Source: an optimization exercise on an open RTL-to-GDS flow (aim: small area). Production flows keep margins and buffers that such runs may drop.
The RTL was checked by simulation tests, not by an equivalence proof against the original design.
No activity file was given, so power comes from the tool's default toggle rates.

===== design/flow/config.mk =====
export PLATFORM = sky130hd
export DESIGN_NAME = additive_synth_top
export DESIGN_NICKNAME = additive_synth_top
export VERILOG_FILES = /design/flow/design.v
export SDC_FILE = /design/flow/constraint.sdc
export NUM_CORES = 4
export LEC_CHECK = 0
export CAP_MARGIN = 20
export CORE_MARGIN = 2
export CORE_UTILIZATION = 40
export PLACE_DENSITY = 0.6
export SLEW_MARGIN = 20

===== design/flow/constraint.sdc =====
create_clock -name core_clock -period 12.0 [get_ports {ADC_Data_Received}]
set_input_delay 2.4000 -clock core_clock [delete_from_list [all_inputs] [get_ports {ADC_Data_Received}]]
set_output_delay 2.4000 -clock core_clock [all_outputs]
set_load 0.01 [all_outputs]

===== design/flow/run.sh =====
#!/bin/bash
# synth_recipe.tcl (not shown) runs the flow's synth.tcl, then flattens the netlist and writes it again
# the make line also repeats each setting of config.mk as NAME=value (left out here)
make -C /OpenROAD-flow-scripts/flow DESIGN_CONFIG=/design/flow/config.mk WORK_HOME=/design/flow/orfs CLKGATE_MAP_FILE= SYNTH_SCRIPT=/design/flow/synth_recipe.tcl finish

===== design/flow/design.v =====
`default_nettype none
package synth_pkg;
	localparam int LEVEL_BITS = 9;                  
	localparam int NUM_HARMONICS = 16;              
	localparam int SAMPLE_INTERVAL = 1500;          
	localparam int OUT_SHIFT = 4;                   
	localparam int SINE_SHIFT = 13;                 
	localparam int FRAME_BITS = 32;                 
	localparam int SAMPLE_MAX = 32767;              
	localparam int INDEX_BITS = $clog2(NUM_HARMONICS);
	localparam int TIMER_BITS = $clog2(SAMPLE_INTERVAL);
	localparam int STEP_BITS = $clog2(LEVEL_BITS + 1);
	localparam int FRAME_COUNT_BITS = $clog2(2 * FRAME_BITS);
	localparam int FREQ_DEFAULT = 50;
	localparam int RATE_DEFAULT = 270;
	localparam int INITIAL_DEFAULT = 511;
	localparam int SPREAD_DEFAULT = 120;
	typedef logic [15:0] phase_t;                   
	typedef logic signed [15:0] sample_t;           
	typedef logic [LEVEL_BITS-1:0] level_t;         
	typedef logic signed [31:0] total_t;            
	typedef logic [7:0] harmonic_t;                 
	typedef enum logic [2:0] {
		seq_idle,         
		seq_level_step,   
		seq_wait_part,    
		seq_start_add,    
		seq_drain,        
		seq_latch,        
		seq_clear,        
		seq_wait_tick     
	} seq_state_t;
endpackage
`default_nettype wire
`default_nettype none
import synth_pkg::*;
module synth_param_regs (
	input wire ADC_Data_Received,
	input wire reset,
	input wire i_param_load,                       
	input wire [15:0] i_param_freq,
	input wire [LEVEL_BITS-1:0] i_param_rate,
	input wire [LEVEL_BITS-1:0] i_param_initial,
	input wire [15:0] i_param_spread,
	input wire i_snapshot,                         
	output logic [15:0] o_freq,
	output logic [LEVEL_BITS-1:0] o_rate,
	output logic [LEVEL_BITS-1:0] o_initial,
	output logic [15:0] o_spread
);
	synth_pkg::phase_t r_freq;                                
	synth_pkg::level_t r_rate;
	synth_pkg::level_t r_initial;
	synth_pkg::phase_t r_spread;
	always_ff @(posedge ADC_Data_Received) begin
		if (reset) begin
			r_freq <= 16'(FREQ_DEFAULT);
			r_rate <= LEVEL_BITS'(RATE_DEFAULT);
			r_initial <= LEVEL_BITS'(INITIAL_DEFAULT);
			r_spread <= 16'(SPREAD_DEFAULT);
			o_freq <= 16'(FREQ_DEFAULT);          
			o_rate <= LEVEL_BITS'(RATE_DEFAULT);
			o_initial <= LEVEL_BITS'(INITIAL_DEFAULT);
			o_spread <= 16'(SPREAD_DEFAULT);
		end else begin
			if (i_param_load) begin
				r_freq <= i_param_freq;
				r_rate <= i_param_rate;
				r_initial <= i_param_initial;
				r_spread <= i_param_spread;
			end
			if (i_snapshot) begin
				o_freq <= r_freq;
				o_rate <= r_rate;
				o_initial <= r_initial;
				o_spread <= r_spread;
			end
		end
	end
endmodule
`default_nettype wire
`default_nettype none
import synth_pkg::*;
module harmonic_phase (
	input wire ADC_Data_Received,
	input wire reset,
	input wire i_request,                          
	input wire [7:0] i_harmonic,
	input wire [15:0] i_freq,                     
	input wire [15:0] i_spread,                   
	output logic signed [15:0] o_partial,
	output logic o_partial_valid,                  
	output logic o_too_high                        
);
	synth_pkg::phase_t phase_mem [NUM_HARMONICS];             
	synth_pkg::phase_t r_phase;                               
	synth_pkg::phase_t r_advance;
	logic [INDEX_BITS-1:0] r_index;
	logic r_stage;
	synth_pkg::phase_t w_advance;
	logic [14:0] w_x;
	logic [15:0] w_span;
	logic [31:0] w_product;
	logic [31:0] w_magnitude;
	synth_pkg::sample_t w_shaped;
	always_comb begin
		w_advance = i_freq * (16'(i_harmonic) + 16'd1) + i_spread * 16'(i_harmonic);
		w_x = r_phase[14:0];
		w_span = 16'd32768 - {1'b0, w_x};
		w_product = {17'd0, w_x} * {16'd0, w_span};
		w_magnitude = w_product >> SINE_SHIFT;
		if (w_magnitude > 32'(SAMPLE_MAX))
			w_magnitude = 32'(SAMPLE_MAX);            
		w_shaped = r_phase[15] ? -$signed(16'(w_magnitude[15:0])) : $signed(16'(w_magnitude[15:0]));
	end
	always_ff @(posedge ADC_Data_Received) begin
		if (reset) begin
			for (int i = 0; i < NUM_HARMONICS; i++)
				phase_mem[i] <= '0;                     
			r_stage <= 1'b0;
			o_partial_valid <= 1'b0;
			o_too_high <= 1'b0;
		end else begin
			r_stage <= i_request;
			o_partial_valid <= r_stage;
			if (i_request) begin
				r_phase <= phase_mem[i_harmonic[INDEX_BITS-1:0]];
				r_advance <= w_advance;
				r_index <= i_harmonic[INDEX_BITS-1:0];
			end
			if (r_stage) begin
				phase_mem[r_index] <= r_phase + r_advance;
				o_partial <= w_shaped;                  
				o_too_high <= r_advance[15];
			end
		end
	end
endmodule
`default_nettype wire
`default_nettype none
import synth_pkg::*;
module harmonic_level (
	input wire ADC_Data_Received,
	input wire reset,
	input wire i_restart,                          
	input wire i_step,                             
	input wire [LEVEL_BITS-1:0] i_initial,
	input wire [LEVEL_BITS-1:0] i_rate,                     
	output logic [LEVEL_BITS-1:0] o_level
);
	logic [2*LEVEL_BITS-1:0] w_product;
	assign w_product = o_level * i_rate;
	always_ff @(posedge ADC_Data_Received) begin
		if (reset) begin
			o_level <= '0;
		end else if (i_restart) begin
			o_level <= i_initial;
		end else if (i_step) begin
			o_level <= w_product[2*LEVEL_BITS-1:LEVEL_BITS];
		end
	end
endmodule
`default_nettype wire
`default_nettype none
import synth_pkg::*;
module scaling_accumulator (
	input wire ADC_Data_Received,
	input wire reset,
	input wire i_start,                            
	input wire i_clear,                            
	input wire signed [15:0] i_partial,
	input wire [LEVEL_BITS-1:0] i_level,
	output logic signed [31:0] o_total,
	output logic o_busy                            
);
	synth_pkg::total_t r_multiplicand;                        
	synth_pkg::level_t r_multiplier;                          
	synth_pkg::total_t r_product;
	logic [STEP_BITS-1:0] r_step;
	always_ff @(posedge ADC_Data_Received) begin
		if (reset) begin
			o_total <= '0;
			o_busy <= 1'b0;
			r_step <= '0;
		end else begin
			if (i_clear)
				o_total <= '0;
			if (i_start) begin
				r_multiplicand <= $signed(32'(i_partial));    
				r_multiplier <= i_level;
				r_product <= '0;
				r_step <= '0;
				o_busy <= 1'b1;
			end else if (o_busy) begin
				r_step <= r_step + 1'b1;
				if (r_step < STEP_BITS'(LEVEL_BITS)) begin
					if (r_multiplier[0])
						r_product <= r_product + r_multiplicand;
					r_multiplicand <= r_multiplicand <<< 1;
					r_multiplier <= r_multiplier >> 1;
				end else begin
					o_total <= o_total + (r_product >>> LEVEL_BITS);
					o_busy <= 1'b0;
				end
			end
		end
	end
endmodule
`default_nettype wire
`default_nettype none
import synth_pkg::*;
module harmonic_sequencer (
	input wire ADC_Data_Received,
	input wire reset,
	input wire i_partial_valid,
	input wire i_too_high,                         
	input wire i_busy_left,
	input wire i_busy_right,
	output logic o_snapshot,
	output logic o_request,
	output logic [7:0] o_harmonic,
	output logic o_level_restart,
	output logic o_level_step,
	output logic o_start_left,                     
	output logic o_start_right,                    
	output logic o_clear,
	output logic o_dac_start
);
	synth_pkg::seq_state_t r_state;
	logic [TIMER_BITS-1:0] r_timer;                
	logic w_tick;
	logic w_free;                                  
	logic w_last;                                  
	assign w_tick = (r_timer == TIMER_BITS'(SAMPLE_INTERVAL - 1));
	assign w_free = o_harmonic[0] ? !i_busy_right : !i_busy_left;
	assign w_last = i_too_high || (o_harmonic == 8'(NUM_HARMONICS - 1));
	assign o_dac_start = (r_state == seq_idle);
	assign o_clear = (r_state == seq_idle);
	assign o_snapshot = (r_state == seq_idle);
	assign o_level_restart = (r_state == seq_latch);
	assign o_level_step = (r_state == seq_level_step);
	assign o_request = (r_state == seq_latch) || (r_state == seq_level_step);
	assign o_start_left = (r_state == seq_start_add) && !o_harmonic[0] && !i_busy_left;
	assign o_start_right = (r_state == seq_start_add) && o_harmonic[0] && !i_busy_right;
	always_ff @(posedge ADC_Data_Received) begin
		if (reset) begin
			r_timer <= '0;
			r_state <= seq_clear;                     
			o_harmonic <= '0;
		end else begin
			r_timer <= w_tick ? '0 : r_timer + 1'b1;
			case (r_state)
				seq_idle: r_state <= seq_clear;        
				seq_clear: begin
					o_harmonic <= '0;
					r_state <= seq_latch;
				end
				seq_latch: r_state <= seq_wait_part;
				seq_level_step: r_state <= seq_wait_part;
				seq_wait_part: begin
					if (i_partial_valid)
						r_state <= seq_start_add;
				end
				seq_start_add: begin
					if (w_free) begin
						if (w_last) begin
							r_state <= seq_drain;         
						end else begin
							o_harmonic <= o_harmonic + 1'b1;
							r_state <= seq_level_step;
						end
					end
				end
				seq_drain: begin
					if (!i_busy_left && !i_busy_right)
						r_state <= seq_wait_tick;
				end
				seq_wait_tick: begin
					if (w_tick)
						r_state <= seq_idle;
				end
				default: r_state <= seq_clear;
			endcase
		end
	end
endmodule
`default_nettype wire
`default_nettype none
import synth_pkg::*;
module dac_serializer (
	input wire ADC_Data_Received,
	input wire reset,
	input wire i_start,                            
	input wire signed [31:0] i_total_left,
	input wire signed [31:0] i_total_right,
	output logic o_dac_cs,                         
	output logic o_dac_clock,
	output logic o_dac_bit
);
	logic [FRAME_BITS-1:0] r_shift;                
	logic [FRAME_COUNT_BITS-1:0] r_count;          
	logic r_active;
	function automatic logic signed [15:0] saturate(input logic signed [31:0] total);
		logic signed [31:0] scaled;
		scaled = total >>> OUT_SHIFT;
		if (scaled > $signed(32'(SAMPLE_MAX)))
			saturate = $signed(16'(SAMPLE_MAX));
		else if (scaled < -$signed(32'(SAMPLE_MAX)))
			saturate = -$signed(16'(SAMPLE_MAX));
		else
			saturate = scaled[15:0];
	endfunction
	always_ff @(posedge ADC_Data_Received) begin
		if (reset) begin
			o_dac_cs <= 1'b1;
			o_dac_clock <= 1'b0;
			o_dac_bit <= 1'b0;
			r_count <= '0;
			r_active <= 1'b0;
		end else if (i_start) begin
			r_shift <= {saturate(i_total_left), saturate(i_total_right)};
			o_dac_bit <= saturate(i_total_left) >= 0 ? 1'b0 : 1'b1;    
			o_dac_cs <= 1'b0;
			o_dac_clock <= 1'b0;
			r_count <= '0;
			r_active <= 1'b1;
		end else if (r_active) begin
			r_count <= r_count + 1'b1;
			if (!r_count[0]) begin
				o_dac_clock <= 1'b1;                    
			end else if (r_count == FRAME_COUNT_BITS'(2 * FRAME_BITS - 1)) begin
				o_dac_clock <= 1'b0;
				o_dac_cs <= 1'b1;
				o_dac_bit <= 1'b0;
				r_active <= 1'b0;
			end else begin
				o_dac_clock <= 1'b0;
				o_dac_bit <= r_shift[FRAME_BITS-2];  
				r_shift <= r_shift << 1;
			end
		end
	end
endmodule
`default_nettype wire
`default_nettype none
import synth_pkg::*;
module additive_synth_top (
	input wire ADC_Data_Received,
	input wire reset,
	input wire i_param_load,
	input wire [15:0] i_param_freq,
	input wire [LEVEL_BITS-1:0] i_param_rate,
	input wire [LEVEL_BITS-1:0] i_param_initial,
	input wire [15:0] i_param_spread,
	output logic o_dac_cs,
	output logic o_dac_clock,
	output logic o_dac_bit
);
	synth_pkg::phase_t freq;                                  
	synth_pkg::level_t rate;
	synth_pkg::level_t initial_level;
	synth_pkg::phase_t spread;
	logic snapshot;
	logic request;
	synth_pkg::harmonic_t harmonic;
	synth_pkg::sample_t partial;
	logic partial_valid;
	logic too_high;
	logic level_restart;
	logic level_step;
	synth_pkg::level_t level;
	logic start_left;
	logic start_right;
	logic busy_left;
	logic busy_right;
	logic acc_clear;
	synth_pkg::total_t total_left;
	synth_pkg::total_t total_right;
	logic dac_start;
	synth_param_regs u_synth_param_regs (
		.ADC_Data_Received(ADC_Data_Received), .reset(reset),
		.i_param_load(i_param_load), .i_param_freq(i_param_freq), .i_param_rate(i_param_rate),
		.i_param_initial(i_param_initial), .i_param_spread(i_param_spread),
		.i_snapshot(snapshot), .o_freq(freq), .o_rate(rate), .o_initial(initial_level),
		.o_spread(spread));
	harmonic_phase u_harmonic_phase (
		.ADC_Data_Received(ADC_Data_Received), .reset(reset),
		.i_request(request), .i_harmonic(harmonic), .i_freq(freq), .i_spread(spread),
		.o_partial(partial), .o_partial_valid(partial_valid), .o_too_high(too_high));
	harmonic_level u_harmonic_level (
		.ADC_Data_Received(ADC_Data_Received), .reset(reset),
		.i_restart(level_restart), .i_step(level_step), .i_initial(initial_level),
		.i_rate(rate), .o_level(level));
	harmonic_sequencer u_harmonic_sequencer (
		.ADC_Data_Received(ADC_Data_Received), .reset(reset),
		.i_partial_valid(partial_valid), .i_too_high(too_high),
		.i_busy_left(busy_left), .i_busy_right(busy_right), .o_snapshot(snapshot),
		.o_request(request), .o_harmonic(harmonic), .o_level_restart(level_restart),
		.o_level_step(level_step), .o_start_left(start_left), .o_start_right(start_right),
		.o_clear(acc_clear), .o_dac_start(dac_start));
	scaling_accumulator u_acc_left (
		.ADC_Data_Received(ADC_Data_Received), .reset(reset),
		.i_start(start_left), .i_clear(acc_clear), .i_partial(partial), .i_level(level),
		.o_total(total_left), .o_busy(busy_left));
	scaling_accumulator u_acc_right (
		.ADC_Data_Received(ADC_Data_Received), .reset(reset),
		.i_start(start_right), .i_clear(acc_clear), .i_partial(partial), .i_level(level),
		.o_total(total_right), .o_busy(busy_right));
	dac_serializer u_dac_serializer (
		.ADC_Data_Received(ADC_Data_Received), .reset(reset),
		.i_start(dac_start), .i_total_left(total_left), .i_total_right(total_right),
		.o_dac_cs(o_dac_cs), .o_dac_clock(o_dac_clock), .o_dac_bit(o_dac_bit));
endmodule
`default_nettype wire

==> impl_metrics.csv <==
group,metric,value,unit
status,run_status,"finished clean",
routing,detailroute.via_count,34975,
logic_synthesis,synth-async-reset-ratio,0,%
global_routing,largest_net_degree_at_the_start_of_global_routing,97,
global_routing,via_count_of_the_first_global_routing_pass,35581,
timing,finalSetupViolations,0,
global_routing,gr-usage-met1,26.8,%
global_routing,initial_antenna_violation_count,4,
timing,drv_slew,0,
critical_path,timing.critical_path.mode_cell,"sky130_fd_sc_hd__fa_1",
routing,ant_nets,0,
pwr,max-vdd-ir-drop,417,uV
clock_tree,cts.root.buffer_cell,"sky130_fd_sc_hd__clkbuf_16",
clock_tree,cts_post_setup_buffers_inserted,0,
critical_path,regToRegStartpoint,"u_harmonic_phase.r_phase[1]",
global_routing,grt_use_total,18.9,%
clock_tree,cts_hold_repair.buffers,0,
global_routing,grt.met3_usage,3.14,%
timing,final.min_clock_period,10.65,ns
pwr,int_pwr,0.00662,W
clock_tree,tritoncts,"done",
routing,drt-vias-per-instance,5.26,
placement,placement.cell_area,0.0527,sq mm
placement,placed_cells_incl_taps,6510,
logic_synthesis,synth.ff_latch_count,702,
clock_tree,cts_buffers,77,
critical_path,worst_setup_path_startpoint,"u_harmonic_phase.r_phase[1]",
critical_path,cpPeakStageDelay,0.56,ns
timing,worst-slew-pin-transition,1.12,ns
floorplanning,design.die.area,0.129,sq mm
timing,rsz_0062_raised_after_global_routing,"no",
clock_tree,clkSinkCount,702,
logic_synthesis,synthTopCellsByArea,"sky130_fd_sc_hd__edfxtp_1 (29%), sky130_fd_sc_hd__fa_1 (15%), sky130_fd_sc_hd__dfxtp_1 (8.6%), sky130_fd_sc_hd__ha_1 (8.3%), sky130_fd_sc_hd__nand2_1 (4.3%)",
critical_path,end_kind,"register",
critical_path,worst_path_required_time,12.35,ns
global_routing,grt_first_pass_wirelength,197000,microns
logic_synthesis,count_of_different_cell_masters_after_synthesis,84,
timing,relSlewSlack,25.2,%
pwr,seq_power_share,25.4,%
floorplanning,ioPinCount,56,
routing,drt_iter0_markers,2336,
layout,final_cell_count_no_fill,6652,
pwr,pwr_density_cell,208,mW/mm^2
logic_synthesis,yosysMostFrequentCell,"sky130_fd_sc_hd__nand2_1",
placement,routability_congestion_estimate,0.833,
pwr,share_clk_of_total_power,20.6,%
routing,drt_wl_total,121000,microns
logic_synthesis,synthesis.instances,4994,
timing,timing_hold_violations_final,0,
floorplanning,die-width,360,microns
timing,fin_worst_skew,0.0197,ns
critical_path,crit_path_top_delay_cell,"sky130_fd_sc_hd__edfxtp_1",
timing,post-route-period-util,88.8,%
clock_tree,worst_skew_pair.late_latency,0.65,ns
pwr,comb_power_share,54.1,%
timing,final.setup.tns,0,ns
timing,timing.fmax,93.9,MHz
routing,remaining_drc_errors,0,
logic_synthesis,part_of_the_yosys_area_used_for_sequential_elements,37.4,%
clock_tree,cts_resized,0,
critical_path,critPathKind,"reg -> reg",
global_routing,global_route.overflow_total,0,
pwr,cellLeakagePower,22.7,nW
critical_path,worst_ep_arrival_time,11.00,ns
clock_tree,clk_pin_slew,0.06,ns
clock_tree,cts-root-to-sink-buffers,3,
floorplanning,die_h,360,microns
layout,layout.nets,5711,
hold_path,hp-start,"u_synth_param_regs.r_freq[10]",
global_routing,grt_util_met2,30.3,%
routing,detail_route.wl_per_cell,18.2,microns
clock_tree,cts_htree_levels,3,
logic_synthesis,yosys.area.top_type,"sky130_fd_sc_hd__edfxtp_1",
routing,drt_first_pass_iters,6,
logic_synthesis,synth_edf_count,485,
critical_path,worst-path-max-fanout,27,
logic_synthesis,synth.top_cell.area_share,28.8,%
placement,hpwl,86500,microns
logic_synthesis,syn_area_per_cell,10.1,sq um
logic_synthesis,netlist_top_cells_count,"sky130_fd_sc_hd__nand2_1 (579), sky130_fd_sc_hd__nor2_1 (570), sky130_fd_sc_hd__edfxtp_1 (485), sky130_fd_sc_hd__inv_1 (478), sky130_fd_sc_hd__fa_1 (382)",
critical_path,critPathLaunchType,"register",
floorplanning,initial_utilization,40.3,%
placement,place.port_buffers,55,
layout,post_layout_instance_area,0.0552,sq mm
layout,area_growth,9.16,%
layout,layout-drive-gt1-share,5.68,%
logic_synthesis,yosys_warnings,6,
hold_path,hold_path.class,"reg -> reg",
flow_run,maxCapViolations,0,
pwr,sw_frac_of_total,42.5,%
logic_synthesis,mappedNetlistArea,0.0506,sq mm
global_routing,global_route.peak_usage_layer,"met2",
pwr,fin_total_pwr,0.0115,W
logic_synthesis,synth-main-ff-cell,"sky130_fd_sc_hd__edfxtp_1",
floorplanning,rows,130,
floorplanning,core_area,0.126,sq mm
pwr,p_switching,0.00489,W
## layout by cell type (no fill, tap or decap), drive strengths merged, types with 48 or more instances in the layout
cell,instances
dfxtp,217
fa,382
a21oi,192
nor2,570
buf,50
mux4,80
a21o,100
nor2b,135
nand2,579
and2,134
nor3,67
ha,337
xor2,80
nand3,67
xnor2,122
mux2i,48
edfxtp,485
nand2b,142
clkbuf,106
clkdlybuf4s50,53
o21ai,102
inv,483
## power groups by stage
stage	combinational (W)	sequential, W	clock, W
after floorplan	0.00488	0.00286	0
after global placement	0.00614	0.00297	0
after detailed placement	0.00624	0.00297	0
after CTS	0.00630	0.00292	0.00242
after global routing	0.00705	0.00293	0.00252
final	0.00622	0.00292	0.00236
## critical path: cells and delay by family (launching register included)
family                   cells  cell delay, ns
AO/OA/AOI/OAI                5            1.15
AND/OR/NAND/NOR             14            3.32
flip-flops                   1            0.56
adder cells (fa/ha/maj)     10            4.10
multiplexers                 2            0.72
buffers and inverters        5            0.49
## registers in the layout (all words and copies together), names as in the netlist, 31 cells and up
name,cells
u_acc_left.r_product,32
u_acc_right.r_multiplicand,32
u_dac_serializer.r_shift,31
u_harmonic_phase.phase_mem,256
u_acc_right.r_product,32
u_acc_left.r_multiplicand,32
u_acc_left.o_total,32
u_acc_right.o_total,32
## layer usage
| metal | routed length (microns) | vias to the layer above |
|---|---|---|
| met5 | 43 | - |
| met1 | 56700 | 17369 |
| li1 | - | 16659 |
| met2 | 55200 | 814 |
| met3 | 7000 | 127 |
| met4 | 2150 | 6 |
## cell type report
| cell class | count | area (sq um) |
|---|---|---|
| Inverter | 480 | 1800 |
| Timing Repair Buffer | 104 | 920 |
| Tap cell | 1650 | 2060 |
| Antenna cell | 1 | 2.50 |
| Multi-Input combinational cell | 3574 | 29000 |
| Sequential cell | 702 | 18900 |
| Clock inverter | 36 | 348 |
| Clock buffer | 105 | 2160 |
| Fill cell | 11974 | 70400 |
## logic make-up after synthesis
kind of cell / share of synthesized area [%]
flip-flops: 37.4
AO/OA/AOI/OAI: 8.21
multiplexers: 4.65
AND/OR/NAND/NOR: 17.3
XOR/XNOR: 3.51
adder cells (fa/ha/maj): 23.5
buffers and inverters: 5.50
other: 0.0149
## metrics by stage
step,worst slack [ns],hold WS [ns],util [%]
floorplan,2.33,0.406,-
global placement,1.58,0.432,42.0
detailed placement,1.37,0.444,42.0
CTS,1.35,0.452,44.0
global route,0.581,0.464,44.0
finish,1.35,0.449,44.0
## worst paths after layout
path / endpoint / slack [ns] / cells past startpoint
setup / recovery: u_harmonic_phase.o_partial[14] / 1.35 / 36
hold / removal: u_synth_param_regs.o_freq[10] / 0.45 / 2
setup reg to reg: u_harmonic_phase.o_partial[14] / 1.35 / 36
hold reg to reg: u_synth_param_regs.o_freq[10] / 0.45 / 2

-- port drivers added, routing unchanged --
In the flow no input, the clock included, has a driving cell. The finished layout below was timed again as built, in two steps. Step 1 (the two cells are an assumption about what drives the block):
set clk [get_ports {ADC_Data_Received}]
set_driving_cell -lib_cell sky130_fd_sc_hd__clkbuf_16 $clk
set_driving_cell -lib_cell sky130_fd_sc_hd__buf_2 [delete_from_list [all_inputs] $clk]
Step 2 also shifts input and output timing later by t, the mid clock arrival at the registers, as if the neighbouring blocks saw the same clock. a / b / c = no drivers / after step 1 / after step 2; a / b = the first two.
t (ns): 0.710
setup slack, ns: 1.350 / 1.350 / 1.350
worst register clock-pin slew, ns: 0.07 / 0.07
After both steps this run still meets setup and hold. The setup slack of this run moves by 0.000 ns with the drivers and by 0.000 ns with both steps.
